What follows belongs to an exercise in optimizing a design on an open flow for small area and a short achievable clock period; a production flow would make more cautious choices. In this exercise RTL edits were held to simulation tests only and were not proved equivalent to the original. Power and IR drop assume default switching activity.

## constraint.sdc

```tcl
create_clock -name core_clock -period 13.0 [get_ports {clk}]
set_input_delay 2.6000 -clock core_clock [delete_from_list [all_inputs] [get_ports {clk}]]
set_output_delay 2.6000 -clock core_clock [all_outputs]
set_load 0.01 [all_outputs]
```

## run.sh

```bash
#!/bin/bash
# synth_recipe.tcl (not shown) runs the flow's synth.tcl, then flattens the netlist and writes it again
# the make line also repeats each setting of config.mk as NAME=value (left out here)
make -C /OpenROAD-flow-scripts/flow DESIGN_CONFIG=/design/flow/config.mk WORK_HOME=/design/flow/orfs CLKGATE_MAP_FILE= SYNTH_SCRIPT=/design/flow/synth_recipe.tcl finish
```

## config.mk

```make
export PLATFORM = sky130hd
export DESIGN_NAME = singleInstruction
export DESIGN_NICKNAME = singleInstruction
export VERILOG_FILES = /design/flow/design.v
export SDC_FILE = /design/flow/constraint.sdc
export NUM_CORES = 4
export LEC_CHECK = 0
export CAP_MARGIN = 20
export CORE_MARGIN = 2
export CORE_UTILIZATION = 45
export CTS_BUF_LIST = sky130_fd_sc_hd__clkbuf_16
export CTS_CLUSTER_DIAMETER = 60
export CTS_CLUSTER_SIZE = 24
export PLACE_DENSITY = 0.55
export SETUP_SLACK_MARGIN = 3
export SLEW_MARGIN = 20
export SYNTH_HIERARCHICAL = 1
export TNS_END_PERCENT = 10
```

## design.v

```verilog
package rvPkg;
    typedef logic [31:0] word_t;
    typedef logic [4:0] regAddr_t;
    typedef logic [7:0] memByte_t;
    localparam int REG_COUNT = 32;
    localparam int MEM_BYTES = 64;
    localparam int MEM_ADDR_BITS = $clog2(MEM_BYTES);
    localparam int MEM_ROWS = MEM_BYTES / 4;
    localparam int MEM_ROW_BITS = MEM_ADDR_BITS - 2;
    typedef logic [MEM_ADDR_BITS-1:0] memAddr_t;
    typedef logic [MEM_ROW_BITS-1:0] memRow_t;
    localparam logic [6:0] OPCODE_LUI = 7'b0110111;
    localparam logic [6:0] OPCODE_JAL = 7'b1101111;
    localparam logic [6:0] OPCODE_LOAD = 7'b0000011;
    localparam logic [6:0] OPCODE_STORE = 7'b0100011;
    localparam logic [6:0] OPCODE_IMM = 7'b0010011;
    localparam logic [6:0] OPCODE_REG = 7'b0110011;
    localparam logic [6:0] OPCODE_BRANCH = 7'b1100011;
    typedef logic [3:0] aluOp_t;
    localparam aluOp_t ALU_ADD = 4'b0000;
    localparam aluOp_t ALU_SLL = 4'b0001;
    localparam aluOp_t ALU_SLT = 4'b0010;
    localparam aluOp_t ALU_SLTU = 4'b0011;
    localparam aluOp_t ALU_XOR = 4'b0100;
    localparam aluOp_t ALU_SRL = 4'b0101;
    localparam aluOp_t ALU_OR = 4'b0110;
    localparam aluOp_t ALU_AND = 4'b0111;
    localparam aluOp_t ALU_SUB = 4'b1000;
    localparam aluOp_t ALU_EQ = 4'b1001;
    localparam aluOp_t ALU_SRA = 4'b1101;
    typedef logic [2:0] memWidth_t;
    localparam memWidth_t WIDTH_BYTE = 3'b000;
    localparam memWidth_t WIDTH_HALF = 3'b001;
    localparam memWidth_t WIDTH_WORD = 3'b010;
endpackage
`timescale 1ns/1ps
module controlUnit (
    input rvPkg::word_t instruction,
    output logic isLoad,
    output logic isStore,
    output logic regWrite,
    output logic useRegB,
    output rvPkg::word_t imm,
    output logic doSub,
    output logic selSum,
    output logic selShift,
    output logic shiftLeft,
    output logic shiftArith,
    output logic selSlt,
    output logic selSltu,
    output logic selEq,
    output logic selXor,
    output logic selOr,
    output logic selAnd,
    output logic wbAlu,
    output logic wbLui,
    output logic wbJal
);
    logic [6:0] opcode;
    logic [2:0] funct3;
    logic isLui, isJal, isOpImm, isOp, isBranch;
    logic isSrai;
    rvPkg::aluOp_t op;
    assign opcode = instruction[6:0];
    assign funct3 = instruction[14:12];
    assign isLui = opcode == rvPkg::OPCODE_LUI;
    assign isJal = opcode == rvPkg::OPCODE_JAL;
    assign isLoad = opcode == rvPkg::OPCODE_LOAD;
    assign isStore = opcode == rvPkg::OPCODE_STORE;
    assign isOpImm = opcode == rvPkg::OPCODE_IMM;
    assign isOp = opcode == rvPkg::OPCODE_REG;
    assign isBranch = opcode == rvPkg::OPCODE_BRANCH;
    assign isSrai = (funct3 == 3'b101) && instruction[30];
    always_comb begin
        op = rvPkg::ALU_ADD;
        if (isOpImm) op = {isSrai, funct3};
        if (isOp) op = {instruction[30], funct3};
        if (isBranch) begin
            case (funct3[2:1])
                2'b10: op = rvPkg::ALU_SLT;
                2'b11: op = rvPkg::ALU_SLTU;
                default: op = rvPkg::ALU_EQ;
            endcase
        end
    end
    assign selSum = (op == rvPkg::ALU_ADD) || (op == rvPkg::ALU_SUB);
    assign doSub = (op == rvPkg::ALU_SUB) || (op == rvPkg::ALU_SLT) || (op == rvPkg::ALU_SLTU);
    assign selShift = (op == rvPkg::ALU_SLL) || (op == rvPkg::ALU_SRL) || (op == rvPkg::ALU_SRA);
    assign shiftLeft = !funct3[2];
    assign shiftArith = instruction[30];
    assign selSlt = op == rvPkg::ALU_SLT;
    assign selSltu = op == rvPkg::ALU_SLTU;
    assign selEq = op == rvPkg::ALU_EQ;
    assign selXor = op == rvPkg::ALU_XOR;
    assign selOr = op == rvPkg::ALU_OR;
    assign selAnd = op == rvPkg::ALU_AND;
    assign useRegB = isOp || isBranch;
    always_comb begin
        if (isOpImm || isLoad) imm = {{20{instruction[31]}}, instruction[31:20]};
        else if (isStore) imm = {{20{instruction[31]}}, instruction[31:25], instruction[11:7]};
        else imm = '0;
    end
    assign wbAlu = isOpImm || isOp;
    assign wbLui = isLui;
    assign wbJal = isJal;
    assign regWrite = isLui || isJal || isOpImm || isOp || isLoad;
endmodule
`timescale 1ns/1ps
module aoi222 (
    input logic a1, a2, b1, b2, c1, c2,
    output logic y
);
    assign y = !((a1 & a2) | (b1 & b2) | (c1 & c2));
endmodule
module nand2g (
    input logic a, b,
    output logic y
);
    assign y = !(a & b);
endmodule
module nand3g (
    input logic a, b, c,
    output logic y
);
    assign y = !(a & b & c);
endmodule
module nand4g (
    input logic a, b, c, d,
    output logic y
);
    assign y = !(a & b & c & d);
endmodule
module or2g (
    input logic a, b,
    output logic y
);
    assign y = a | b;
endmodule
module or3g (
    input logic a, b, c,
    output logic y
);
    assign y = a | b | c;
endmodule
module nor2g (
    input logic a, b,
    output logic y
);
    assign y = !(a | b);
endmodule
module selectOr8 (
    input logic [7:0] d,
    input logic [7:0] s,
    output logic y
);
    assign y = |(d & s);
endmodule
module selectOr7 (
    input logic [6:0] d,
    input logic [6:0] s,
    output logic y
);
    assign y = |(d & s);
endmodule
module selectOr31 (
    input logic [30:0] data,
    input logic [30:0] sel,
    output logic y
);
    logic [3:0] part;
    logic [1:0] halfN;
    for (genvar q = 0; q < 3; q++) begin : g_part
        selectOr8 u (.d(data[8*q +: 8]), .s(sel[8*q +: 8]), .y(part[q]));
    end
    selectOr7 uLast (.d(data[30:24]), .s(sel[30:24]), .y(part[3]));
    nor2g uHalf0 (.a(part[0]), .b(part[1]), .y(halfN[0]));
    nor2g uHalf1 (.a(part[2]), .b(part[3]), .y(halfN[1]));
    nand2g uOut (.a(halfN[0]), .b(halfN[1]), .y(y));
endmodule
module registerFile (
    input logic clk,
    input logic reset,
    input rvPkg::regAddr_t readAddrA,
    input rvPkg::regAddr_t readAddrB,
    input logic writeEnable,
    input rvPkg::regAddr_t writeAddr,
    input rvPkg::word_t writeData,
    output rvPkg::word_t readDataA,
    output rvPkg::word_t readDataB
);
    rvPkg::word_t regs [0:rvPkg::REG_COUNT-2];
    rvPkg::word_t loadData;
    logic [rvPkg::REG_COUNT-2:0] selA, selB;
    always_comb begin
        for (int i = 1; i < rvPkg::REG_COUNT; i++) begin
            selA[i - 1] = readAddrA == i[4:0];
            selB[i - 1] = readAddrB == i[4:0];
        end
    end
    logic [32*(rvPkg::REG_COUNT-1)-1:0] words;
    always_comb begin
        for (int i = 0; i < rvPkg::REG_COUNT - 1; i++) words[32*i +: 32] = regs[i];
    end
    for (genvar b = 0; b < 32; b++) begin : g_read
        logic [rvPkg::REG_COUNT-2:0] column;
        always_comb begin
            for (int i = 1; i < rvPkg::REG_COUNT; i++) column[i - 1] = words[32 * (31 - i) + b];
        end
        selectOr31 uA (.data(column), .sel(selA), .y(readDataA[b]));
        selectOr31 uB (.data(column), .sel(selB), .y(readDataB[b]));
    end
    assign loadData = writeData & {32{!reset}};
    always_ff @(posedge clk) begin
        if (writeEnable && writeAddr != '0) regs[~writeAddr] <= loadData;
        if (reset) begin
            for (int i = 0; i < rvPkg::REG_COUNT - 1; i++) begin
                regs[i] <= loadData;
            end
        end
    end
endmodule
`timescale 1ns/1ps
module invg (
    input logic a,
    output logic y
);
    assign y = !a;
endmodule
module xor2g (
    input logic a, b,
    output logic y
);
    assign y = a ^ b;
endmodule
module oai21g (
    input logic a1, a2, b1,
    output logic y
);
    assign y = !((a1 | a2) & b1);
endmodule
module aoi21g (
    input logic a1, a2, b1,
    output logic y
);
    assign y = !((a1 & a2) | b1);
endmodule
module aoi221 (
    input logic a1, a2, b1, b2, c1,
    output logic y
);
    assign y = !((a1 & a2) | (b1 & b2) | c1);
endmodule
module carryN (
    input logic a, b, c,
    output logic y
);
    assign y = !((a & b) | (c & (a | b)));
endmodule
module prefixAdder (
    input rvPkg::word_t a,
    input rvPkg::word_t b,
    input logic carryIn,
    output rvPkg::word_t sum,
    output logic carryOut,
    output logic carryIntoTop
);
    rvPkg::word_t gen [0:5];
    rvPkg::word_t prop [0:5];
    rvPkg::word_t halfSum;
    carryN uGen0 (.a(a[0]), .b(b[0]), .c(carryIn), .y(gen[0][0]));
    assign prop[0][0] = 1'b0;
    for (genvar i = 1; i < 32; i++) begin : g_bit
        nand2g uGen (.a(a[i]), .b(b[i]), .y(gen[0][i]));
        nor2g uProp (.a(a[i]), .b(b[i]), .y(prop[0][i]));
    end
    for (genvar l = 1; l <= 5; l++) begin : g_level
        localparam int D = 1 << (l - 1);
        for (genvar i = 0; i < 32; i++) begin : g_node
            if (i < D) begin : g_done
                invg uPass (.a(gen[l - 1][i]), .y(gen[l][i]));
            end else if (l % 2 == 1) begin : g_true
                oai21g uGen (.a1(prop[l - 1][i]), .a2(gen[l - 1][i - D]), .b1(gen[l - 1][i]), .y(gen[l][i]));
            end else begin : g_inv
                aoi21g uGen (.a1(prop[l - 1][i]), .a2(gen[l - 1][i - D]), .b1(gen[l - 1][i]), .y(gen[l][i]));
            end
            if (i >= 2 * D) begin : g_prop
                if (l % 2 == 1) begin : g_true
                    nor2g uProp (.a(prop[l - 1][i]), .b(prop[l - 1][i - D]), .y(prop[l][i]));
                end else begin : g_inv
                    nand2g uProp (.a(prop[l - 1][i]), .b(prop[l - 1][i - D]), .y(prop[l][i]));
                end
            end else begin : g_noprop
                assign prop[l][i] = 1'b0;
            end
        end
    end
    for (genvar i = 0; i < 32; i++) begin : g_sum
        xor2g uHalf (.a(a[i]), .b(b[i]), .y(halfSum[i]));
        if (i == 0) begin : g_first
            xor2g uSum (.a(halfSum[i]), .b(carryIn), .y(sum[i]));
        end else begin : g_rest
            xor2g uSum (.a(halfSum[i]), .b(gen[5][i - 1]), .y(sum[i]));
        end
    end
    assign carryOut = gen[5][31];
    assign carryIntoTop = gen[5][30];
endmodule
module resultSelect (
    input logic [5:0] d,
    input logic [5:0] s,
    output logic y
);
    assign y = |(d & s);
endmodule
module alu (
    input logic doSub,
    input logic selSum,
    input logic selShift,
    input logic shiftLeft,
    input logic shiftArith,
    input logic selSlt,
    input logic selSltu,
    input logic selEq,
    input logic selXor,
    input logic selOr,
    input logic selAnd,
    input rvPkg::word_t left,
    input rvPkg::word_t right,
    input rvPkg::word_t addend,
    input logic [4:0] shamt,
    output rvPkg::word_t result
);
    rvPkg::word_t sum;
    logic carryOut, carryIntoTop;
    rvPkg::word_t diffXor;
    logic signedLess, unsignedLess, equal;
    logic compare;
    rvPkg::word_t orValue, andValue;
    rvPkg::word_t shiftIn, shiftFine, shifted;
    logic [7:0] coarseSel;
    logic [7:0] fillFrom;
    logic fill;
    logic selShiftRight, selShiftLeft;
    prefixAdder adder (
        .a(left), .b(addend), .carryIn(doSub), .sum(sum), .carryOut(carryOut),
        .carryIntoTop(carryIntoTop)
    );
    assign unsignedLess = !carryOut;
    assign signedLess = (left[31] ^ right[31]) ? left[31] : !carryIntoTop;
    assign diffXor = left ^ right;
    assign equal = diffXor == '0;
    always_comb begin
        for (int i = 0; i < 32; i++) shiftIn[i] = shiftLeft ? left[31 - i] : left[i];
    end
    assign fill = shiftArith && !shiftLeft && left[31];
    always_comb begin
        logic [34:0] padded;
        padded = {{3{fill}}, shiftIn};
        for (int i = 0; i < 32; i++) begin
            case (shamt[1:0])
                2'd0: shiftFine[i] = padded[i];
                2'd1: shiftFine[i] = padded[i + 1];
                2'd2: shiftFine[i] = padded[i + 2];
                default: shiftFine[i] = padded[i + 3];
            endcase
        end
    end
    always_comb begin
        for (int k = 0; k < 8; k++) coarseSel[k] = shamt[4:2] == k[2:0];
    end
    always_comb begin
        for (int k = 0; k < 8; k++) fillFrom[k] = fill && (shamt[4:2] >= k[2:0]);
    end
    always_comb begin
        for (int i = 0; i < 32; i++) begin
            shifted[i] = 1'b0;
            for (int k = 0; k < 8; k++) begin
                if (i + 4 * k < 32) shifted[i] = shifted[i] | (shiftFine[i + 4 * k] & coarseSel[k]);
            end
            if (i >= 4) shifted[i] = shifted[i] | fillFrom[(35 - i) / 4];
        end
    end
    assign selShiftRight = selShift & !shiftLeft;
    assign selShiftLeft = selShift & shiftLeft;
    assign compare = (selSlt & signedLess) | (selSltu & unsignedLess) | (selEq & equal);
    assign orValue = left | right;
    assign andValue = left & right;
    for (genvar i = 0; i < 32; i++) begin : g_result
        if (i == 0) begin : g_compare
            assign result[i] = compare | (|({sum[i], diffXor[i], orValue[i], andValue[i], shifted[i], shifted[31 - i]}
                                            & {selSum, selXor, selOr, selAnd, selShiftRight, selShiftLeft}));
        end else begin : g_plain
            resultSelect uOut (
                .d({sum[i], diffXor[i], orValue[i], andValue[i], shifted[i], shifted[31 - i]}),
                .s({selSum, selXor, selOr, selAnd, selShiftRight, selShiftLeft}),
                .y(result[i])
            );
        end
    end
endmodule
`timescale 1ns/1ps
module selectOr16 (
    input logic [15:0] data,
    input logic [15:0] sel,
    output logic y
);
    logic [5:0] groupN;
    logic [1:0] part;
    for (genvar g = 0; g < 5; g++) begin : g_aoi
        aoi222 u (
            .a1(data[3*g]), .a2(sel[3*g]), .b1(data[3*g+1]), .b2(sel[3*g+1]),
            .c1(data[3*g+2]), .c2(sel[3*g+2]), .y(groupN[g])
        );
    end
    nand2g uLast (.a(data[15]), .b(sel[15]), .y(groupN[5]));
    nand3g uPart0 (.a(groupN[0]), .b(groupN[1]), .c(groupN[2]), .y(part[0]));
    nand3g uPart1 (.a(groupN[3]), .b(groupN[4]), .c(groupN[5]), .y(part[1]));
    or2g uOut (.a(part[0]), .b(part[1]), .y(y));
endmodule
module dataMemory (
    input logic clk,
    input logic reset,
    input rvPkg::memAddr_t baseA,
    input rvPkg::memAddr_t baseB,
    input rvPkg::word_t writeData,
    input logic writeEnable,
    input rvPkg::memWidth_t width,
    output rvPkg::word_t readData
);
    rvPkg::memAddr_t base;
    logic [1:0] offset;
    rvPkg::word_t bankOut;
    logic [63:0] readPair;
    logic [63:0] writePair;
    rvPkg::word_t bankIn;
    logic [8*rvPkg::MEM_BYTES-1:0] allCells;
    assign base = baseA + baseB;
    assign offset = base[1:0];
    assign writePair = {writeData, writeData} << {offset, 3'b000};
    assign bankIn = writePair[63:32];
    for (genvar j = 0; j < 4; j++) begin : g_bank
        rvPkg::memByte_t cells [0:rvPkg::MEM_ROWS-1];
        rvPkg::memAddr_t bias;
        rvPkg::memAddr_t rowAddr;
        rvPkg::memAddr_t half;
        rvPkg::memAddr_t both;
        logic carryIn;
        logic [rvPkg::MEM_ROWS-1:0] rowHit;
        logic [1:0] lane;
        logic laneWrite;
        logic bankWrite;
        assign bias = baseB + rvPkg::MEM_ADDR_BITS'(3 - j);
        assign rowAddr = baseA + bias;
        assign half = baseA ^ bias;
        assign both = baseA & bias;
        assign carryIn = both[1] | (half[1] & both[0]);
        logic [rvPkg::MEM_ROW_BITS-1:0] carryIfZero, carryIfOne;
        logic [rvPkg::MEM_ROW_BITS-1:0] bitOkZero [0:1];
        assign carryIfZero[0] = carryIn;
        assign carryIfOne[0] = carryIn;
        for (genvar i = 1; i < rvPkg::MEM_ROW_BITS; i++) begin : g_carry
            assign carryIfZero[i] = both[i + 1] | half[i + 1];
            assign carryIfOne[i] = both[i + 1];
        end
        assign bitOkZero[0] = half[rvPkg::MEM_ADDR_BITS-1:2] ~^ carryIfZero;
        assign bitOkZero[1] = half[rvPkg::MEM_ADDR_BITS-1:2] ~^ carryIfOne;
        always_comb begin
            for (int r = 0; r < rvPkg::MEM_ROWS; r++) begin
                rowHit[r] = 1'b1;
                for (int i = 0; i < rvPkg::MEM_ROW_BITS; i++) begin
                    logic prev;
                    prev = (i == 0) ? 1'b0 : r[(i + 3) % 4];
                    rowHit[r] = rowHit[r] & (r[i] ? !bitOkZero[prev][i] : bitOkZero[prev][i]);
                end
            end
        end
        always_comb begin
            for (int r = 0; r < rvPkg::MEM_ROWS; r++) allCells[(j * rvPkg::MEM_ROWS + r) * 8 +: 8] = cells[r];
        end
        for (genvar b = 0; b < 8; b++) begin : g_read
            logic [rvPkg::MEM_ROWS-1:0] column;
            always_comb begin
                for (int r = 0; r < rvPkg::MEM_ROWS; r++) column[r] = allCells[(j * rvPkg::MEM_ROWS + r) * 8 + b];
            end
            selectOr16 u (.data(column), .sel(rowHit), .y(bankOut[8*j + b]));
        end
        assign lane = 2'(j) - offset;
        always_comb begin
            case (width)
                rvPkg::WIDTH_HALF: laneWrite = lane[1] == 1'b0;
                rvPkg::WIDTH_WORD: laneWrite = 1'b1;
                default: laneWrite = lane == 2'b00;
            endcase
        end
        assign bankWrite = laneWrite && writeEnable && !reset;
        always_ff @(posedge clk) begin
            if (bankWrite) cells[rowAddr[rvPkg::MEM_ADDR_BITS-1:2]] <= bankIn[8*j +: 8];
        end
    end
    assign readPair = {bankOut, bankOut} >> {offset, 3'b000};
    assign readData = readPair[31:0];
endmodule
`timescale 1ns/1ps
module singleInstruction (
    input logic clk,
    input logic reset,
    input rvPkg::word_t instruction,
    input rvPkg::word_t pcNext,
    output rvPkg::word_t aluResult
);
    rvPkg::word_t rs1Data;
    rvPkg::word_t rs2Data;
    rvPkg::word_t aluRight;
    rvPkg::word_t aluAddend;
    logic [4:0] shiftAmount;
    rvPkg::word_t memReadData;
    rvPkg::word_t loadValue;
    rvPkg::word_t regWriteData;
    rvPkg::memAddr_t memOffset;
    logic isLoad, isStore, regWrite, useRegB;
    rvPkg::word_t imm;
    logic doSub, selSum, selShift, shiftLeft, shiftArith;
    logic selSlt, selSltu, selEq, selXor, selOr, selAnd;
    logic wbAlu, wbLui, wbJal;
    logic [2:0] funct3;
    assign funct3 = instruction[14:12];
    controlUnit decode (
        .instruction(instruction),
        .isLoad(isLoad), .isStore(isStore), .regWrite(regWrite), .useRegB(useRegB),
        .imm(imm), .doSub(doSub), .selSum(selSum), .selShift(selShift),
        .shiftLeft(shiftLeft), .shiftArith(shiftArith), .selSlt(selSlt),
        .selSltu(selSltu), .selEq(selEq), .selXor(selXor), .selOr(selOr),
        .selAnd(selAnd), .wbAlu(wbAlu), .wbLui(wbLui), .wbJal(wbJal)
    );
    registerFile regFile (
        .clk(clk), .reset(reset),
        .readAddrA(instruction[19:15]), .readAddrB(instruction[24:20]),
        .writeEnable(regWrite), .writeAddr(instruction[11:7]),
        .writeData(regWriteData),
        .readDataA(rs1Data), .readDataB(rs2Data)
    );
    assign aluRight = useRegB ? rs2Data : imm;
    assign aluAddend = useRegB ? (rs2Data ^ {32{doSub}}) : (imm ^ {32{doSub}});
    assign shiftAmount = useRegB ? rs2Data[4:0] : instruction[24:20];
    alu aluUnit (
        .doSub(doSub), .selSum(selSum), .selShift(selShift), .shiftLeft(shiftLeft),
        .shiftArith(shiftArith), .selSlt(selSlt), .selSltu(selSltu), .selEq(selEq),
        .selXor(selXor), .selOr(selOr), .selAnd(selAnd),
        .left(rs1Data), .right(aluRight), .addend(aluAddend), .shamt(shiftAmount), .result(aluResult)
    );
    assign memOffset = isStore ? {instruction[25], instruction[11:7]} : instruction[25:20];
    dataMemory mainMemory (
        .clk(clk), .reset(reset),
        .baseA(rs1Data[rvPkg::MEM_ADDR_BITS-1:0]), .baseB(memOffset),
        .writeData(rs2Data), .writeEnable(isStore), .width(funct3),
        .readData(memReadData)
    );
    always_comb begin
        case (funct3)
            3'b000: loadValue = {{24{memReadData[7]}}, memReadData[7:0]};
            3'b100: loadValue = {24'b0, memReadData[7:0]};
            default: loadValue = memReadData;
        endcase
    end
    always_comb begin
        if (wbLui) regWriteData = {instruction[31:12], 12'b0};
        else if (wbJal) regWriteData = pcNext;
        else if (wbAlu) regWriteData = aluResult;
        else regWriteData = loadValue;
    end
endmodule
```

==> flow_summary.toml, run 1 <==
[power_and_ir_drop]
peakVddDrop_uv = 277.3
pwr_density_cell_nw_per_um2 = 262.3
power.total_mw = 22.31
p_leak_nw = 29.49

[setup_path]
cp-end-kind = "primary output"
crit_start = "instruction[19]"
cp.arrival_ps = 7640
timing.rr.start = "regFile.regs[6][2]$_DFFE_PP_"
cp_slowest_cell = "clkdlybuf4s50_1"
r2r_slack_ps = 5680
start_kind = "input port"
r2r_cells = 20
rr_endpoint = "regFile.regs[4][8]$_DFFE_PP_"
cp_slowest_stage_delay_ps = 550
crit_path_end = "aluResult[27]"
path_max_fanout = 8
crit_chain = "buf_2 -> buf_4 -> nand3b_1 -> buf_12 -> nor2_4 -> buf_12 -> buf_4 -> a22oi_1 -> nand4_1 -> nor2_4 -> nand2_4 -> mux4_2 -> mux2_2 -> mux2i_1 -> o22ai_1 -> o21ai_0 -> o21ai_1 -> a22oi_1 -> nand3_1 -> clkdlybuf4s50_1"
required_ps = 10400
critical_path_class = "input port to primary output"

[final_layout]
final.fill_count = 13266
stdcell_count = 7929
area_growth_pct = 19.31
final_core_util_pct = 53.88
drive_gt1_share_pct = 24.11
multi_input_area_um2 = 27950
register_area_um2 = 45160
stdcell_area_um2 = 85040
final_nets = 5934

[global_route]
grt_pass1_vias = 52055
grtUsageMet3_pct = 9.097
grt_max_degree = 65
use_met2_pct = 53.49
grt_util_met1_pct = 49.08
antenna_found_initial = 19
grt-ovfl-total = 0
grt-busiest-layer = "met2"
grt_pass1_wl_mm = 411.9
gr-usage-all-layers_pct = 36.22

[synth]
synth_cells = 5208
avgSynthCellArea_um2 = 13.69
synth_nets = 5386
yosysWarnings = 19
syn_area_um2 = 71270

[placed_design]
post-dp-hpwl_mm = 202.7
gp_congestion = 1.062
dp.cells = 7525
dpl_cell_area_um2 = 76990
pre_cts_ws_ps = 1056
port_buffers = 97

[die]
initial_core_util_pct = 45.16
core_area_um2 = 157800
fp.dieArea_um2 = 161600
rows = 146
die_h_um = 402.0
die_w_um = 402.0
io_pins = 98

[clocking]
path_clk_slew_ps = 90
cts-htree-levels = 3
cts.hold.buffers_added = 0
cts-root-buf = "clkbuf_16"
cts_buffer_depth = 3
cts_buffers = 107
cts_sinks = 1504
cts_tree = "built"
clk_latency_ps = 780

[timing]
worst_pin_slew_ps = 1167
whs_ps = 1497
finalClockSkew_ps = 42.37
setup_viol = 0
tns_ps = 0
report.final.slew_viol_count = 0
fin_crit_ps = 10240
fmax_mhz = 97.64
rsz0062_at_grt = "yes"
fin_crit_sh_pct = 78.79
hold_violations = 0
slew_headroom_pct = 22.18
layout_setup_ws_ps = 2758

[detailed_routing]
ant_nets = 0
vias = 55752
vias_per_cell = 7.031
firstDrtPassIters = 10
avgRoutedWirePerCell_um = 37.92
route.detailed.drc = 0
drt-total-wl_mm = 300.7
drtIter0Drc = 8688

[hold_path]
holdCritPathClass = "flip-flop to flip-flop"

[flow_run]
maxCapViolations = 0

[outcome]
outcome = "complete, no violations"
==> flip-flops by register name (all words and copies together) (netlist names) <==
| signal | cells |
|---|---|
| mainMemory.g_bank.cells | 512 |
| regFile.regs | 992 |
==> what timing repair did <==
item                                    4_1_cts  5_1_grt
pin swaps                                   153       72
resized for setup                           570       91
cloned                                       13        0
endpoints found under the setup margin     1024      652
hold endpoints to repair                      0        0
setup buffers                               166       14
==> routing by layer <==
metal / routed length, µm / up-vias
met1: 114700 / 28415
met4: 19620 / 20
met3: 36110 / 672
li1: - / 22728
met2: 130000 / 3917
met5: 214 / -
==> layout make-up <==
| cell class | count | share of cell area, % |
|---|---|---|
| sequential | 1504 | 53.11 |
| multi-input combinational | 3428 | 32.87 |
| timing repair buffer | 542 | 5.579 |
| clock buffer | 108 | 3.178 |
| tap | 2072 | 3.049 |
| clock inverter | 92 | 1.420 |
| inverter | 173 | 0.7636 |
| antenna | 10 | 0.02943 |
==> critical path, delay by kind of cell <==
family                 cells  cell delay [ps]
buffers and inverters      6             1610
and+or+nand+nor            6             1420
muxes                      3             1060
AOI/OAI and AO/OA          5              920
==> worst min path at each step <==
stage	startpoint	endpoint	slack, ps	cells after the start
2_1_floorplan	regFile.regs[8][16]$_DFFE_PP_	mainMemory.g_bank[3].cells[0][0]$_DFFE_PP_	1060	5
3_3_place_gp	regFile.regs[2][27]$_DFFE_PP_	mainMemory.g_bank[3].cells[10][3]$_DFFE_PP_	1480	5
3_5_place_dp	regFile.regs[16][0]$_DFFE_PP_	mainMemory.g_bank[3].cells[10][0]$_DFFE_PP_	1520	5
4_1_cts	regFile.regs[16][0]$_DFFE_PP_	mainMemory.g_bank[3].cells[3][0]$_DFFE_PP_	1460	5
5_1_grt	regFile.regs[0][27]$_DFFE_PP_	mainMemory.g_bank[3].cells[14][3]$_DFFE_PP_	1550	5
6_report	regFile.regs[0][27]$_DFFE_PP_	mainMemory.g_bank[1].cells[4][3]$_DFFE_PP_	1500	5
==> report_power, final <==
part | total, mW | switching (mW) | internal, mW
Clock | 3.74 | 1.92 | 1.83
Sequential | 9.49 | 0.839 | 8.65
Combinational | 9.08 | 6.59 | 2.49
==> layout by cell type (no fill, tap or decap), drive strengths merged, types with 150 or more instances in the layout <==
master	instances
edfxtp	1504
buf	455
a22oi	1005
inv	216
nand4	196
o21ai	150
a222oi	225
nor2	409
nand3	187
nand2	314
==> run 2: changes to the inputs <==
--- a/config.mk
+++ b/config.mk
@@ -7,11 +7,11 @@
 export LEC_CHECK = 0
 export CAP_MARGIN = 20
 export CORE_MARGIN = 2
-export CORE_UTILIZATION = 45
+export CORE_UTILIZATION = 55
 export CTS_BUF_LIST = sky130_fd_sc_hd__clkbuf_16
-export CTS_CLUSTER_DIAMETER = 60
-export CTS_CLUSTER_SIZE = 24
-export PLACE_DENSITY = 0.55
+export CTS_CLUSTER_DIAMETER = 70
+export CTS_CLUSTER_SIZE = 30
+export PLACE_DENSITY = 0.65
 export SETUP_SLACK_MARGIN = 3
 export SLEW_MARGIN = 20
 export SYNTH_HIERARCHICAL = 1
==> run 2 against run 1 <==
Register-to-register slack got worse by 110 ps. Flip-flop and latch count unchanged. Clock-buffer cell count decreased by 25. Wire length decreased by 9.5%. Non-clock buffer count decreased by 111. Cell area decreased by 2.5%. Cell count decreased by 6.3%. Hold slack got worse by 110 ps. Sequential power about the same. Core utilization increased by 10 points. Maximum frequency increased by 0.90%. Sequential share of layout area increased by 1.4 points.
==> flow_summary.toml, run 2 <==
[global_route]
grt_pass1_wl_mm = 375.9
grt_pass1_vias = 50755
grt-ovfl-total = 0
antenna_found_initial = 11
grt_max_degree = 68
gr-usage-all-layers_pct = 40.13

[clocking]
cts_buffers = 82
clk_latency_ps = 770
cts-root-buf = "clkbuf_16"
cts_tree = "built"
path_clk_slew_ps = 110
cts.hold.buffers_added = 0
cts-htree-levels = 3
cts_buffer_depth = 3
cts_sinks = 1504

[hold_path]
worstHoldStart = "regFile.regs[5][19]$_DFFE_PP_"
holdCritPathClass = "flip-flop to flip-flop"

[final_layout]
top_register = "regFile.regs"
drive_gt1_share_pct = 22.07
largest_reg_flops = 992
multi_input_area_um2 = 27770
final_common_cell = "edfxtp_1"
stdcell_area_um2 = 82890
register_area_um2 = 45160
area_growth_pct = 16.30
final_nets = 5793
final.fill_count = 9558
final_core_util_pct = 64.26
final_cell_mix = "edfxtp_1, a22oi_1, buf_4"

[die]
io_pins = 98
initial_core_util_pct = 55.26
die_w_um = 364.0
die_h_um = 364.0
rows = 132
core_area_um2 = 129000
fp.dieArea_um2 = 132500

[placed_design]
dpl_cell_area_um2 = 76160
gp_congestion = 1.066
port_buffers = 97
post-dp-hpwl_mm = 182.2

[synth]
synth_nets = 5386
synth_cells = 5208
avgSynthCellArea_um2 = 13.69
yosysWarnings = 19
syn_area_um2 = 71270

[timing]
tns_ps = 0
slew_headroom_pct = 23.77
setup_viol = 0
fin_crit_sh_pct = 78.09
fmax_mhz = 98.51
fin_crit_ps = 10150
hold_violations = 0
finalClockSkew_ps = 71.30
whs_ps = 1388
worst_pin_slew_ps = 1143
report.final.slew_viol_count = 0
rsz0062_at_grt = "yes"

[setup_path]
rr_endpoint = "regFile.regs[15][0]$_DFFE_PP_"
required_ps = 10400
crit_chain = "buf_4 -> or3b_4 -> nor3_4 -> buf_4 -> buf_4 -> a22oi_1 -> nand4_1 -> nor2_4 -> nand2_2 -> mux4_2 -> mux2_2 -> mux2i_1 -> o22ai_1 -> o21ai_0 -> o21ai_1 -> a22oi_1 -> nand3_1 -> clkdlybuf4s50_1"
cp-end-kind = "primary output"
crit_start = "instruction[15]"
cp_slowest_cell = "mux4_2"
crit_path_end = "aluResult[4]"
r2r_slack_ps = 5570
r2r_cells = 19
critical_path_class = "input port to primary output"
timing.rr.start = "regFile.regs[9][3]$_DFFE_PP_"
cp.arrival_ps = 7550
cp_slowest_stage_delay_ps = 590
cpMostUsedCell = "buf_4"
path_max_fanout = 17
start_kind = "input port"

[detailed_routing]
drtIter0Drc = 10768
route.detailed.drc = 0
vias_per_cell = 7.495
ant_nets = 0
vias = 55677
drt-total-wl_mm = 272.1
avgRoutedWirePerCell_um = 36.63
firstDrtPassIters = 12

[outcome]
outcome = "complete, no violations"

[flow_run]
maxCapViolations = 0

[power_and_ir_drop]
p_leak_nw = 28.36
peakVddDrop_uv = 267.4
pwr_density_cell_nw_per_um2 = 259.8
## run 2: layer usage
layer,wire length (µm),track usage [%]
met1,97830,54.79
met2,117100,59.14
met3,41170,12.41
met4,15960,18.35
met5,94,0
## run 2: per-stage QoR
step	worst slack, ps	std cells	power (mW)
after floorplan	3072	5208	13.49
after global placement	1211	7149	17.43
after detailed placement	1274	7150	17.63
after CTS	2946	7388	20.94
after global routing	2877	7426	21.96
final	2849	7429	21.54
## run 2: report_power, final
part,internal (mW),total (mW),switching (mW)
clock,1.37,3.19,1.82
sequential,8.64,9.49,0.855
combinational,2.46,8.85,6.39
total,12.5,21.5,9.07
## run 2: worst min-delay path by stage
stage | to | slack, ps | depth (start not counted)
after detailed placement | mainMemory.g_bank[3].cells[13][3]$_DFFE_PP_ | 1420 | 5
after floorplan | mainMemory.g_bank[3].cells[0][0]$_DFFE_PP_ | 1060 | 5
after global placement | mainMemory.g_bank[3].cells[13][3]$_DFFE_PP_ | 1400 | 5
after global routing | mainMemory.g_bank[1].cells[11][0]$_DFFE_PP_ | 1420 | 5
after CTS | mainMemory.g_bank[3].cells[4][3]$_DFFE_PP_ | 1340 | 5
final | mainMemory.g_bank[3].cells[13][3]$_DFFE_PP_ | 1390 | 5
## run 2: area by class of cell
| class | instances | area share (%) |
|---|---|---|
| timing repair buffer | 431 | 4.859 |
| sequential | 1504 | 54.49 |
| multi-input combinational | 3423 | 33.50 |
| clock inverter | 69 | 1.223 |
| tap | 1742 | 2.630 |
| inverter | 173 | 0.7864 |
| clock buffer | 83 | 2.506 |
| antenna | 4 | 0.01208 |
## run 2: critical path: cells and delay by family
family / cells / cell delay, ps
and+or+nand+nor: 6 / 1720
buffers and inverters: 4 / 1140
muxes: 3 / 1120
AOI/OAI and AO/OA: 5 / 930
## run 2: repair_timing
action                                  in CTS  in global routing
endpoints found under the setup margin    1024                699
gates cloned                                 8                  1
resized for setup                          527                160
pin swaps                                  104                 85
buffers inserted                            78                 35
==> run 3: changes to the inputs <==
--- a/config.mk
+++ b/config.mk
@@ -12,7 +12,7 @@
 export CTS_CLUSTER_DIAMETER = 70
 export CTS_CLUSTER_SIZE = 30
 export PLACE_DENSITY = 0.65
-export SETUP_SLACK_MARGIN = 3
+export SETUP_SLACK_MARGIN = 3.5
 export SLEW_MARGIN = 20
 export SYNTH_HIERARCHICAL = 1
-export TNS_END_PERCENT = 10
+export TNS_END_PERCENT = 25
==> run 3 against run 2 <==
Hold slack got worse by 20 ps. Sequential power about the same. Via count increased by 0.79%. Die area unchanged. Still clean. Cell area increased by 2.7%. Cell count increased by 2.0%. Sequential share of layout area decreased by 1.4 points. Power increased by 1.9%. Critical path depth increased by 6. Register-to-register slack improved by 380 ps. Clock skew decreased by 2.8 ps. Synthesized cell count unchanged.
==> flow_summary.toml, run 3 <==
[setup_path]
crit_chain = "buf_6 -> or3b_4 -> nor3_4 -> buf_4 -> buf_12 -> a22oi_1 -> nand4_1 -> nor2_1 -> nand2_4 -> mux2_4 -> xor2_4 -> nor2_4 -> o21ai_4 -> a21oi_4 -> o21ai_2 -> a21oi_2 -> o21ai_2 -> inv_1 -> a222oi_1 -> nand2_1 -> a21oi_2 -> nand2_1 -> a221o_1 -> buf_2"
critical_path_class = "input port to primary output"
required_ps = 10400
cp_slowest_stage_delay_ps = 480
path_max_fanout = 19
worst-path-buf-inv = 5
cp.arrival_ps = 7290
cpLargestDelayFamily = "simple AND/OR/NAND/NOR gates"
start_kind = "input port"
cp_slowest_cell = "nor2_1"
cp-end-kind = "primary output"

[synth]
syn_area_um2 = 71270
synth_nets = 5386
synth_cells = 5208
yosysWarnings = 19
avgSynthCellArea_um2 = 13.69

[die]
die_w_um = 364.0
rows = 132
core_area_um2 = 129000
fp.dieArea_um2 = 132500
die_h_um = 364.0
io_pins = 98
initial_core_util_pct = 55.26

[placed_design]
gp_congestion = 1.070
post-dp-hpwl_mm = 182.8
dpl_cell_area_um2 = 76250
port_buffers = 97
pre_cts_ws_ps = 1013

[detailed_routing]
firstDrtPassIters = 13
vias = 56118
vias_per_cell = 7.406
avgRoutedWirePerCell_um = 36.55
ant_nets = 0
drtIter0Drc = 10766
drt-total-wl_mm = 276.9
route.detailed.drc = 0

[timing]
hold_violations = 0
finalClockSkew_ps = 68.51
worst_pin_slew_ps = 1140
fin_crit_sh_pct = 76.07
fin_crit_ps = 9889
rsz0062_at_grt = "yes"
slew_headroom_pct = 23.51
setup_viol = 0
report.final.slew_viol_count = 0
layout_setup_ws_ps = 3111
tns_ps = 0
fmax_mhz = 101.1

[flow_run]
maxCapViolations = 0

[final_layout]
final_common_cell = "edfxtp_1"
final_cell_mix = "edfxtp_1, a22oi_1, buf_4"
drive_gt1_share_pct = 25.37
top_register = "regFile.regs"
area_growth_pct = 19.42
stdcell_area_um2 = 85120
largest_reg_flops = 992
final_nets = 5934

[power_and_ir_drop]
pwr_density_cell_nw_per_um2 = 257.9
p_leak_nw = 29.48
peakVddDrop_uv = 364.3

[global_route]
use_met2_pct = 58.94
grtUsageMet3_pct = 12.85
grt_pass1_vias = 51176
grt-ovfl-total = 0
gr-usage-all-layers_pct = 40.74
antenna_found_initial = 10
grt_util_met1_pct = 55.52
grt-busiest-layer = "met2"
grt_pass1_wl_mm = 381.3
grt_max_degree = 70

[clocking]
cts_tree = "built"
cts-root-buf = "clkbuf_16"
path_clk_slew_ps = 90
cts.hold.buffers_added = 0
cts_buffers = 90
cts_buffer_depth = 3
cts_sinks = 1504
clk_latency_ps = 780
cts-htree-levels = 3

[outcome]
outcome = "complete, no violations"

[hold_path]
holdCritPathClass = "flip-flop to flip-flop"
## run 3: worst min-delay path: stages (launching register included)
cell	delay, ps
edfxtp_1	360
a222oi_1	70
nand3_1	100
nor2_2	80
nand2_4	100
mux4_2	490
## run 3: routing by layer
| layer | vias up | wire, µm |
|---|---|---|
| li1 | 22688 | - |
| met1 | 27989 | 98410 |
| met2 | 4651 | 117900 |
| met3 | 772 | 42490 |
| met4 | 18 | 17990 |
| met5 | - | 121 |
## run 3: final cells by class
cell class / count / area [µm²]
clock inverters: 74 / 977.2
flip-flops and latches: 1504 / 45160
multi-input cells: 3423 / 28520
inverters: 173 / 651.9
clock buffers: 91 / 2277
well taps: 1742 / 2180
fillers: 9248 / 43870
repair buffers: 564 / 5334
diodes: 6 / 15.01
## run 3: repair_timing
action | in CTS | in global routing
setup endpoints to repair | 1120 | 858
resized for setup | 671 | 250
pin swaps | 156 | 139
buffers inserted | 143 | 94
cloned | 13 | 3
## run 3: power by group
| group | switching, mW | internal, mW |
|---|---|---|
| registers | 0.877 | 8.64 |
| clock network | 1.83 | 1.43 |
| logic | 6.62 | 2.56 |
| total | 9.32 | 12.6 |
## run 3: worst paths after layout
kind	cells after the start	endpoint	slack [ps]	from
max reg2reg	21	regFile.regs[6][29]$_DFFE_PP_	5950	regFile.regs[25][3]$_DFFE_PP_
min reg2reg	5	mainMemory.g_bank[3].cells[9][0]$_DFFE_PP_	1370	regFile.regs[5][8]$_DFFE_PP_
max	24	aluResult[0]	3110	instruction[20]
min	5	mainMemory.g_bank[3].cells[9][0]$_DFFE_PP_	1370	regFile.regs[5][8]$_DFFE_PP_
## run 3: stage by stage
| stage | util, % | total power, mW | hold slack [ps] | instances |
|---|---|---|---|---|
| after floorplan | - | 13.49 | 1059 | 5208 |
| after CTS | 64.50 | 21.22 | 1309 | 7474 |
| after global placement | 59.10 | 17.57 | 1372 | 7152 |
| after detailed placement | 59.11 | 17.77 | 1397 | 7153 |
| final | 65.99 | 21.95 | 1368 | 7577 |
| after global routing | 65.98 | 22.41 | 1387 | 7571 |
==> run 4: changes to the inputs <==
--- a/design.v
+++ b/design.v
@@ -136,46 +136,38 @@
 );
     assign y = a | b;
 endmodule
-module or3g (
-    input logic a, b, c,
-    output logic y
-);
-    assign y = a | b | c;
-endmodule
 module nor2g (
     input logic a, b,
     output logic y
 );
     assign y = !(a | b);
 endmodule
-module selectOr8 (
-    input logic [7:0] d,
-    input logic [7:0] s,
-    output logic y
-);
-    assign y = |(d & s);
-endmodule
-module selectOr7 (
-    input logic [6:0] d,
-    input logic [6:0] s,
+module and3g (
+    input logic a, b, c,
     output logic y
 );
-    assign y = |(d & s);
+    assign y = a & b & c;
 endmodule
 module selectOr31 (
     input logic [30:0] data,
     input logic [30:0] sel,
     output logic y
 );
-    logic [3:0] part;
-    logic [1:0] halfN;
-    for (genvar q = 0; q < 3; q++) begin : g_part
-        selectOr8 u (.d(data[8*q +: 8]), .s(sel[8*q +: 8]), .y(part[q]));
+    logic [10:0] groupN;
+    logic [1:0] part;
+    logic lowN, high;
+    for (genvar g = 0; g < 10; g++) begin : g_aoi
+        aoi222 u (
+            .a1(data[3*g]), .a2(sel[3*g]), .b1(data[3*g+1]), .b2(sel[3*g+1]),
+            .c1(data[3*g+2]), .c2(sel[3*g+2]), .y(groupN[g])
+        );
     end
-    selectOr7 uLast (.d(data[30:24]), .s(sel[30:24]), .y(part[3]));
-    nor2g uHalf0 (.a(part[0]), .b(part[1]), .y(halfN[0]));
-    nor2g uHalf1 (.a(part[2]), .b(part[3]), .y(halfN[1]));
-    nand2g uOut (.a(halfN[0]), .b(halfN[1]), .y(y));
+    nand2g uLast (.a(data[30]), .b(sel[30]), .y(groupN[10]));
+    nand4g uPart0 (.a(groupN[0]), .b(groupN[1]), .c(groupN[2]), .d(groupN[3]), .y(part[0]));
+    nand4g uPart1 (.a(groupN[4]), .b(groupN[5]), .c(groupN[6]), .d(groupN[7]), .y(part[1]));
+    and3g uPart2 (.a(groupN[8]), .b(groupN[9]), .c(groupN[10]), .y(high));
+    nor2g uLow (.a(part[0]), .b(part[1]), .y(lowN));
+    nand2g uOut (.a(lowN), .b(high), .y(y));
 endmodule
 module registerFile (
     input logic clk,
--- a/config.mk
+++ b/config.mk
@@ -12,7 +12,7 @@
 export CTS_CLUSTER_DIAMETER = 70
 export CTS_CLUSTER_SIZE = 30
 export PLACE_DENSITY = 0.65
-export SETUP_SLACK_MARGIN = 3.5
+export SETUP_SLACK_MARGIN = 3
 export SLEW_MARGIN = 20
 export SYNTH_HIERARCHICAL = 1
-export TNS_END_PERCENT = 25
+export TNS_END_PERCENT = 10
==> run 4 against run 3 <==
Still clean. Wire length increased by 5.5%. Die area decreased by 1.8%. Critical path depth unchanged. Synthesized cell count decreased by 7.4%.
==> flow_summary.toml, run 4 <==
[placed_design]
gp_congestion = 1.080
post-dp-hpwl_mm = 192.1
dp.cells = 6698
port_buffers = 97

[outcome]
outcome = "complete, no violations"

[die]
initial_core_util_pct = 55.60
io_pins = 98
die_h_um = 360.7
fp.dieArea_um2 = 130100
core_area_um2 = 125900
die_w_um = 360.7
rows = 130

[clocking]
clk_latency_ps = 780
path_clk_slew_ps = 110
cts-root-buf = "clkbuf_16"
cts-htree-levels = 3
cts_buffers = 86
cts_tree = "built"
cts_sinks = 1504
cts_buffer_depth = 3

[detailed_routing]
avgRoutedWirePerCell_um = 41.31
vias = 55865
drtIter0Drc = 14757
ant_nets = 0
vias_per_cell = 7.903
drt-total-wl_mm = 292.0
route.detailed.drc = 0
firstDrtPassIters = 15

[final_layout]
stdcell_count = 7069
top_register = "regFile.regs"
final_common_cell = "edfxtp_1"
drive_gt1_share_pct = 23.78
final_nets = 5519
final_cell_mix = "edfxtp_1, a222oi_1, buf_4"
area_growth_pct = 17.73
final.fill_count = 9119
largest_reg_flops = 992

[synth]
synth_cells = 4824
synth_nets = 5002
avgSynthCellArea_um2 = 14.51
yosysWarnings = 19
syn_area_um2 = 69990

[power_and_ir_drop]
swShare_pct = 42.52
pwr_density_cell_nw_per_um2 = 269.6
p_seq_share_pct = 42.9
power_frac_comb_pct = 42.4
p_int_mw = 12.77
p_leak_nw = 28.50
switching_power_mw = 9.447
peakVddDrop_uv = 213.2
clkPwrFrac_pct = 14.7

[hold_path]
min_path_cells = 4
holdCritPathClass = "flip-flop to flip-flop"

[global_route]
grt_max_degree = 64
antenna_found_initial = 18
gr-usage-all-layers_pct = 43.79
grt_pass1_vias = 51692
grt-ovfl-total = 0
grt_pass1_wl_mm = 398.3

[timing]
setup_viol = 0
fmax_mhz = 95.95
report.final.slew_viol_count = 0
worst_pin_slew_ps = 1244
rsz0062_at_grt = "yes"
tns_ps = 0
slew_headroom_pct = 16.16
fin_crit_ps = 10420
hold_violations = 0
fin_crit_sh_pct = 80.17
finalClockSkew_ps = 64.95

[setup_path]
critical_path_class = "input port to primary output"
path_max_fanout = 23
cp.arrival_ps = 7820
cp-end-kind = "primary output"
r2r_cells = 21
required_ps = 10400
r2r_slack_ps = 5750
start_kind = "input port"

[flow_run]
maxCapViolations = 0
[run 4: critical path, stage by stage]
cell and delay (ps):
buf_6 150, or3b_4 350, nor3_4 50, buf_6 200, buf_4 240, a222oi_1 430, nand4_1 360, nor2_2 340
nand2_2 160, mux2_2 370, xor2_4 220, nand2_1 150, o21ai_1 390, a21oi_2 80, o21ai_2 90, a21oi_2 60
o21ai_2 280, inv_1 80, a222oi_1 330, nand2_1 80, a21oi_1 150, nand2_1 100, a221o_1 330, clkbuf_2 150
[run 4: per-stage QoR]
stage          power [mW]  hold WS [ps]  area, µm²  util (%)  setup WS (ps)
2_1_floorplan       13.51          1067      69990         -           3104
3_3_place_gp        18.05          1463      75260     59.78          519.2
3_5_place_dp        18.18          1491      75300     59.81          525.3
4_1_cts             21.59          1470      81610     64.82           2761
5_1_grt             22.63          1524      82390     65.44           2677
6_report            22.22          1513      82400     65.45           2578
[run 4: layout make-up]
cell class / instances / area, µm² / share of cell area (%)
inverter: 173 / 649.4 / 0.7880
sequential: 1504 / 45160 / 54.81
multi-input combinational: 3054 / 26340 / 31.97
tap: 1650 / 2064 / 2.505
antenna: 8 / 20.02 / 0.02429
timing repair buffer: 522 / 4956 / 6.014
clock buffer: 86 / 2152 / 2.612
clock inverter: 72 / 1056 / 1.282
[run 4: power by group through the flow]
stage | clock network, mW | registers [mW] | logic (mW)
floorplan | 0 | 9.30 | 4.20
global placement | 0 | 9.48 | 8.57
detailed placement | 0 | 9.55 | 8.63
CTS | 3.26 | 9.46 | 8.87
global route | 3.44 | 9.66 | 9.53
finish | 3.26 | 9.53 | 9.43
[run 4: worst paths after layout]
check	start	endpoint
worst max-delay path	instruction[20]	aluResult[0]
worst min-delay path	regFile.regs[0][5]$_DFFE_PP_	mainMemory.g_bank[0].cells[6][5]$_DFFE_PP_
worst max register to register	regFile.regs[16][5]$_DFFE_PP_	regFile.regs[2][18]$_DFFE_PP_
worst min register to register	regFile.regs[0][5]$_DFFE_PP_	mainMemory.g_bank[0].cells[6][5]$_DFFE_PP_
[run 4: per-layer routing]
metal	wire length [µm]	vias to the layer above	GRT usage (%)
li1	-	21872	-
met1	98820	27577	58.03
met2	119300	5448	60.89
met3	51800	956	17.47
met4	21980	12	25.71
met5	113	-	0.4070
[run 4: what timing repair did]
action                                  in CTS  in global routing
pin swaps                                  161                 91
cloned                                      23                  1
hold buffers                                 0                  0
resized for setup                          444                111
buffers inserted                           152                 28
endpoints found under the hold margin        0                  0
endpoints found under the setup margin    1017                993
==> run 5: changes to the inputs <==
--- a/config.mk
+++ b/config.mk
@@ -12,7 +12,7 @@
 export CTS_CLUSTER_DIAMETER = 70
 export CTS_CLUSTER_SIZE = 30
 export PLACE_DENSITY = 0.65
-export SETUP_SLACK_MARGIN = 3
+export SETUP_SLACK_MARGIN = 3.5
 export SLEW_MARGIN = 20
 export SYNTH_HIERARCHICAL = 1
-export TNS_END_PERCENT = 10
+export TNS_END_PERCENT = 25
==> run 5 against run 4 <==
First-iteration DRC count rose by 2.5%. Via count grew 1.3%. Clock skew increased by 0.54 ps. Maximum frequency is 2.4% higher. Power shrank 1.1%. Synthesized cell count unchanged. Largest power group unchanged. Cell count is 1.3% higher. Highest routed layer unchanged. Die area did not move. Global-route usage rose by 0.61 points.
==> flow_summary.toml, run 5 <==
[power_and_ir_drop]
peakVddDrop_uv = 237.5
pwr_density_cell_nw_per_um2 = 261.0
p_leak_nw = 29.28

[setup_path]
path_max_fanout = 14
cp-end-kind = "primary output"
critical_path_class = "input port to primary output"
cpMostUsedCell = "o21ai_2"
cp_slowest_stage_delay_ps = 390
required_ps = 10400
start_kind = "input port"
cp_slowest_cell = "nand4_1"
cpLargestDelayFamily = "compound AO/OA/AOI/OAI gates"
cp.arrival_ps = 7570
worst-path-buf-inv = 7

[flow_run]
maxCapViolations = 0

[timing]
slew_headroom_pct = 15.57
tns_ps = 0
report.final.slew_viol_count = 0
fin_crit_sh_pct = 78.27
finalClockSkew_ps = 65.50
whs_ps = 1434
rsz0062_at_grt = "yes"
worst_pin_slew_ps = 1261
setup_viol = 0
fmax_mhz = 98.28
fin_crit_ps = 10170
hold_violations = 0

[clocking]
cts_sinks = 1504
cts-root-buf = "clkbuf_16"
path_clk_slew_ps = 100
clk_latency_ps = 770
cts_tree = "built"
cts-htree-levels = 3
cts_buffers = 82
cts_buffer_depth = 3
cts.hold.buffers_added = 0

[global_route]
grt_pass1_wl_mm = 403.5
grt-ovfl-total = 0
antenna_found_initial = 15
gr-usage-all-layers_pct = 44.40
grt_pass1_vias = 52280
grt_max_degree = 65

[final_layout]
largest_reg_flops = 992
register_area_um2 = 45160
final_nets = 5616
top_register = "regFile.regs"
final_cell_mix = "edfxtp_1, a222oi_1, buf_4"
final.fill_count = 9042
drive_gt1_share_pct = 28.05
multi_input_area_um2 = 27230
area_growth_pct = 20.23
final_common_cell = "edfxtp_1"

[synth]
avgSynthCellArea_um2 = 14.51
synth_cells = 4824
synth_nets = 5002
yosysWarnings = 19
syn_area_um2 = 69990

[detailed_routing]
vias_per_cell = 7.905
drt-total-wl_mm = 296.1
route.detailed.drc = 0
firstDrtPassIters = 15
drtIter0Drc = 15131
avgRoutedWirePerCell_um = 41.36
ant_nets = 0
vias = 56589

[die]
die_h_um = 360.7
rows = 130
initial_core_util_pct = 55.60
io_pins = 98
die_w_um = 360.7
fp.dieArea_um2 = 130100
core_area_um2 = 125900

[hold_path]
holdCritPathClass = "flip-flop to flip-flop"

[placed_design]
post-dp-hpwl_mm = 192.3
gp_congestion = 1.038
port_buffers = 97

[outcome]
outcome = "complete, no violations"
-- run 5: timing repair --
action                      CTS  global route
gates cloned                 20             0
buffers inserted            285            26
setup endpoints to repair  1024           979
resized for setup           845            58
pin swaps                   294            60
-- run 5: worst paths after layout --
path,slack (ps),startpoint,end,cells past startpoint
max,2830,instruction[20],aluResult[0],27
max reg2reg,5630,regFile.regs[15][2]$_DFFE_PP_,regFile.regs[22][4]$_DFFE_PP_,20
min,1430,regFile.regs[2][0]$_DFFE_PP_,mainMemory.g_bank[1].cells[14][0]$_DFFE_PP_,4
min reg2reg,1430,regFile.regs[2][0]$_DFFE_PP_,mainMemory.g_bank[1].cells[14][0]$_DFFE_PP_,4
-- run 5: power by group --
part	switching [mW]	internal (mW)
Clock	1.76	1.38
Sequential	0.876	8.65
Combinational	6.65	2.64
-- run 5: layout make-up --
| cell class | instances | area share (%) |
|---|---|---|
| sequential | 1504 | 53.67 |
| multi-input combinational | 3046 | 32.36 |
| timing repair buffer | 631 | 7.098 |
| clock buffer | 83 | 2.468 |
| tap | 1650 | 2.453 |
| clock inverter | 68 | 1.151 |
| inverter | 173 | 0.7880 |
| antenna | 4 | 0.01189 |
-- run 5: per-stage QoR --
stage	instance area (µm²)	instances	worst slack, ps	total power [mW]	utilization (%)
finish	84150	7159	2825	21.97	66.84
global route	84140	7155	2776	22.40	66.84
CTS	83650	7129	3279	21.35	66.45
detailed placement	74960	6673	801.9	17.79	59.54
global placement	74910	6672	733.5	17.63	59.50
floorplan	70080	4824	3644	13.51	-
-- run 5: worst reg2reg max path: stages, from the launching register on --
cell,delay (ps)
edfxtp_1,440
a222oi_1,460
nand4_1,280
nor2_2,510
nand2_2,390
buf_4,280
clkinvlp_4,250
ha_1,410
xor2_1,240
or2_2,400
nor3_1,470
buf_4,270
a222oi_1,100
nand3_1,150
or2_1,430
mux4_2,340
mux2_2,170
nand2_1,90
a21oi_1,190
nor2b_2,1010
buf_4,340
-- run 5: per-layer routing --
| metal | vias to the layer above | global-route usage [%] | wire [µm] |
|---|---|---|---|
| li1 | 22048 | - | - |
| met1 | 27768 | 58.97 | 100500 |
| met2 | 5679 | 62.63 | 122400 |
| met3 | 1076 | 18.17 | 52540 |
| met4 | 18 | 23.00 | 20370 |
| met5 | - | 0.6659 | 236 |

separate check: timing with driven ports:
The results above use ideal ports. As a check the final layouts listed here were re-extracted and re-timed, cells and wires unchanged.
Step 1 (the two cells are an assumption about what drives the block):
set clk [get_ports {clk}]
set_driving_cell -lib_cell sky130_fd_sc_hd__clkbuf_16 $clk
set_driving_cell -lib_cell sky130_fd_sc_hd__buf_2 [delete_from_list [all_inputs] $clk]
Step 2 moves the port delays by t, midway between the first and last clock arrival at a register: inputs arrive t later, outputs are due t later. That takes back most of the time a late clock gives input paths.
Slacks: ideal / step 1 / step 2; pairs: ideal / step 1.
| run | shift t [ns] | setup slack, ns | worst setup path after step 2 | worst slew at a driven data input, ns | cell pins on the clock port's net |
|---|---|---|---|---|---|
| run 1 | 0.843 | 2.758 / 2.681 / 2.318 | input to register | 0.18 | 1 |
| run 2 | 0.811 | 2.849 / 2.733 / 2.114 | input to register | 0.12 | 1 |
| run 3 | 0.817 | 3.111 / 2.989 / 2.743 | input to register | 0.15 | 1 |
| run 4 | 0.833 | 2.578 / 2.440 / 2.348 | input to register | 0.22 | 1 |
| run 5 | 0.820 | 2.825 / 2.750 / 2.505 | input to register | 0.13 | 1 |
After both steps setup and hold are still met in every run listed. The setup slack of run 2, which loses most, moves by -0.116 ns with the drivers and by -0.735 ns with both steps.
